This is an optimization exercise on Yosys and OpenROAD, whose aim is small area, a short achievable clock period and few clock cycles, not a production implementation. Where RTL was checked, it was by simulation tests only, not by an equivalence proof against the original. Power figures rest on the tool's default switching activity, not on a simulated workload.

Setup of run P:
// polyline_uniform_resampler
module polyline_uniform_resampler #(
   parameter int MAX_PER_SEGMENT = plr_pkg::MAX_PER_SEGMENT_DEF,
   parameter int COORD_BITS      = plr_pkg::COORD_BITS_DEF
) (
   input  logic                           clock,
   input  logic                           reset,
   input  logic                           req_tvalid,
   output logic                           req_tready,
   input  logic [plr_pkg::REQ_DATA_W-1:0] req_tdata,   
   input  logic                           req_tlast,   
   output logic                           rsp_tvalid,
   input  logic                           rsp_tready,
   output logic [plr_pkg::RSP_DATA_W-1:0] rsp_tdata,   
   output logic                           rsp_tlast,   
   output logic [plr_pkg::RSP_USER_W-1:0] rsp_tuser,   
   input  logic                           psel,
   input  logic                           penable,
   input  logic                           pwrite,
   input  logic [plr_pkg::CSR_ADDR_W-1:0] paddr,
   input  logic [plr_pkg::CSR_DATA_W-1:0] pwdata,
   output logic [plr_pkg::CSR_DATA_W-1:0] prdata,
   output logic                           pready
);
For scale: roughly 3200 cells after synthesis, ~490 flip-flops.
clock: 11.0 ns
lec_check: 0
abc_clock_period_in_ps: 3000
cap_margin: 20
core_margin: 2
core_utilization: 40
cts_cluster_diameter: 60
cts_cluster_size: 30
slew_margin: 20
tns_end_percent: 100
standard.sh (not shown) runs the stock make flow with config.mk's settings and CLKGATE_MAP_FILE= SYNTH_SCRIPT=/design/flow/synth_recipe.tcl, a recipe that flattens the netlist after the stock synthesis.
==> flow/flow/run.sh <==
#!/bin/bash
# The standard layout, with timing repair aiming below the clock period so that the
# achieved period is as short as the repair can make it. Constraints are unchanged.
set -euo pipefail
bash standard.sh SETUP_SLACK_MARGIN=8.0 finish > standard.log 2>&1
What run C does differently from run P at the input level:
- removing CTS_CLUSTER_SIZE (formerly 30)
- removing CTS_CLUSTER_DIAMETER (formerly 60)
==> flow/flow/run.sh <==
#!/bin/bash
# The standard layout, with timing repair aiming below the clock period so that the
# achieved period is as short as the repair can make it. Constraints are unchanged.
set -euo pipefail
bash standard.sh SETUP_SLACK_MARGIN=7.5 finish > standard.log 2>&1
### Flow results
- Run C ended up with a lower wire length than run P did.
- Register-to-register slack: run P and run C compared, lower one is run C
- In run C the fraction of power consumed by combinational cells turned out 3.6 points lower than in run P.
- Run C vs. run P: fraction of the cycle the final worst path needs rose by 0.21 points; via count fell by about 3.7%; sequential share of layout area rose by 2.5 points.
- Run C against run P: detailed-placement wirelength estimate flat, cell area down 7.1%, power consumption down 2.9%.
No run of this note included a check of the RTL's function; only the layout flow was run.

---

## the baseline
polyline_uniform_resampler again, from the RTL that the note above started with.
==> flow/config.mk <==
export PLATFORM = sky130hd
export DESIGN_NAME = polyline_uniform_resampler
export DESIGN_NICKNAME = polyline_uniform_resampler
export VERILOG_FILES = /design/flow/design.v
export SDC_FILE = /design/flow/constraint.sdc
export NUM_CORES = 4
export LEC_CHECK = 0
export ABC_CLOCK_PERIOD_IN_PS = 3000
export CAP_MARGIN = 20
export CORE_MARGIN = 2
export CORE_UTILIZATION = 40
export CTS_CLUSTER_DIAMETER = 60
export CTS_CLUSTER_SIZE = 30
export SLEW_MARGIN = 20
export TNS_END_PERCENT = 100
==> flow/constraint.sdc <==
create_clock -name core_clock -period 11.0 [get_ports {clock}]
set_input_delay 2.2000 -clock core_clock [delete_from_list [all_inputs] [get_ports {clock}]]
set_output_delay 2.2000 -clock core_clock [all_outputs]
set_load 0.01 [all_outputs]
==> flow/flow/run.sh <==
#!/bin/bash
# The standard layout, with timing repair aiming below the clock period so that the
# achieved period is as short as the repair can make it, and plain buffers on the ports.
# Constraints are unchanged.
set -euo pipefail
bash standard.sh SETUP_SLACK_MARGIN=8.0 "BUFFER_PORTS_ARGS=-buffer_cell sky130_fd_sc_hd__buf_4" finish > standard.log 2>&1
Modified inputs, the candidate compared to the baseline
==> flow/flow/run.sh <==
#!/bin/bash
# The standard layout, with timing repair aiming below the clock period so that the
# achieved period is as short as the repair can make it. Constraints are unchanged.
set -euo pipefail
bash standard.sh SETUP_SLACK_MARGIN=7.5 finish > standard.log 2>&1
### Flow results
Comparing the baseline and the candidate, the lower global placement routability congestion is on the baseline. Critical path capture point = rsp_tdata[34]: the baseline; critical path capture point = rsp_tdata[26]: the candidate. On the candidate: number of clock buffers in the layout is 1 lower than what the baseline gave. The baseline → the candidate: wire length shows a reduction of about 7.5%; count of placed standard cells in the final layout, fillers left out lost 3.4%. The candidate ended up with a lower global-route usage than the baseline did. On count of placed standard cells including taps, the baseline and the candidate are basically level. Of the candidate and the baseline, it is the candidate that has the lower maximum frequency. Total routed wire length on the met1 layer (the candidate over the baseline): decrease, 4.6%.
No functional check of the RTL was part of any run of this note.

---

Another version of the RTL of polyline_uniform_resampler (not shown whole).
Size in the first run: about 150 I/O pins, about 30000 um2 of cells after synthesis.
Settings: LEC_CHECK=0, ABC_CLOCK_PERIOD_IN_PS=3000, CAP_MARGIN=20, CORE_MARGIN=2, CORE_UTILIZATION=40, CTS_CLUSTER_DIAMETER=60, CTS_CLUSTER_SIZE=30, PLACE_DENSITY=0.8, SLEW_MARGIN=20, TNS_END_PERCENT=100; clock period 11.0 ns.
==> flow/flow/run.sh <==
#!/bin/bash
# The standard layout, with timing repair aiming below the clock period so that the
# achieved period is as short as the repair can make it, and plain buffers on the ports.
# Constraints are unchanged.
set -euo pipefail
bash standard.sh SETUP_SLACK_MARGIN=7.5 "BUFFER_PORTS_ARGS=-buffer_cell sky130_fd_sc_hd__buf_2" finish > standard.log 2>&1
The baseline produced a clean layout.
Testbench counts at the start, summed over its fixed seeds: cycles 37,858.
Edit:
PLACE_DENSITY = not set   (was 0.8)
Synthesized cell count stays the same.
Wire length rises by about 2.3%.
Sequential power is about the same.
Non-clock buffer count rises by 15.
Combinational power stays flat.
Via count falls by about 2.5%.
Clock power rises by about 7%.
Sequential share of layout area falls by 0.42 points.

[separate check: timing with driven ports]
No port has a modelled driver above. Below, the same layouts with a new extraction and two added sets of constraints.
Step 1 assumes that a clkbuf_16 drives the clock port and a buf_2 every other input.
Step 2 adds t to the input delays and takes it off the output delays; t is the mean of the earliest and latest rising clock arrival at the registers after step 1. Input paths then give back, and output paths get back, about the clock's delay inside the block.
Slacks: no drivers / after step 1 / after step 2; pairs: no drivers / after step 1.
run	shift t [ns]	setup WS [ns]	hold slack, ns	worst setup path at the end	slew at the worst register clock pin (ns)
run P	0.688	7.466 / 7.401 / 7.263	0.411 / 0.411 / 0.411	input to register	0.10 / 0.10
run C	0.680	7.442 / 7.373 / 6.919	0.409 / 0.409 / 0.409	input to register	0.07 / 0.07
the baseline	0.675	7.491 / 7.427 / 7.231	0.418 / 0.418 / 0.418	input to register	0.10 / 0.10
the candidate	0.684	7.445 / 7.379 / 7.016	0.394 / 0.394 / 0.394	input to register	0.10 / 0.10
the first run of note 3	0.646	7.395 / 7.395 / 6.916	0.396 / 0.396 / 0.396	input to register	0.11 / 0.11
the second run of note 3	0.649	7.416 / 7.416 / 6.924	0.428 / 0.428 / 0.428	input to register	0.10 / 0.10
After both steps every run listed still meets setup and hold. For run C, which loses most, drivers alone change the setup slack by -0.069 ns; drivers and shift together by -0.523 ns.
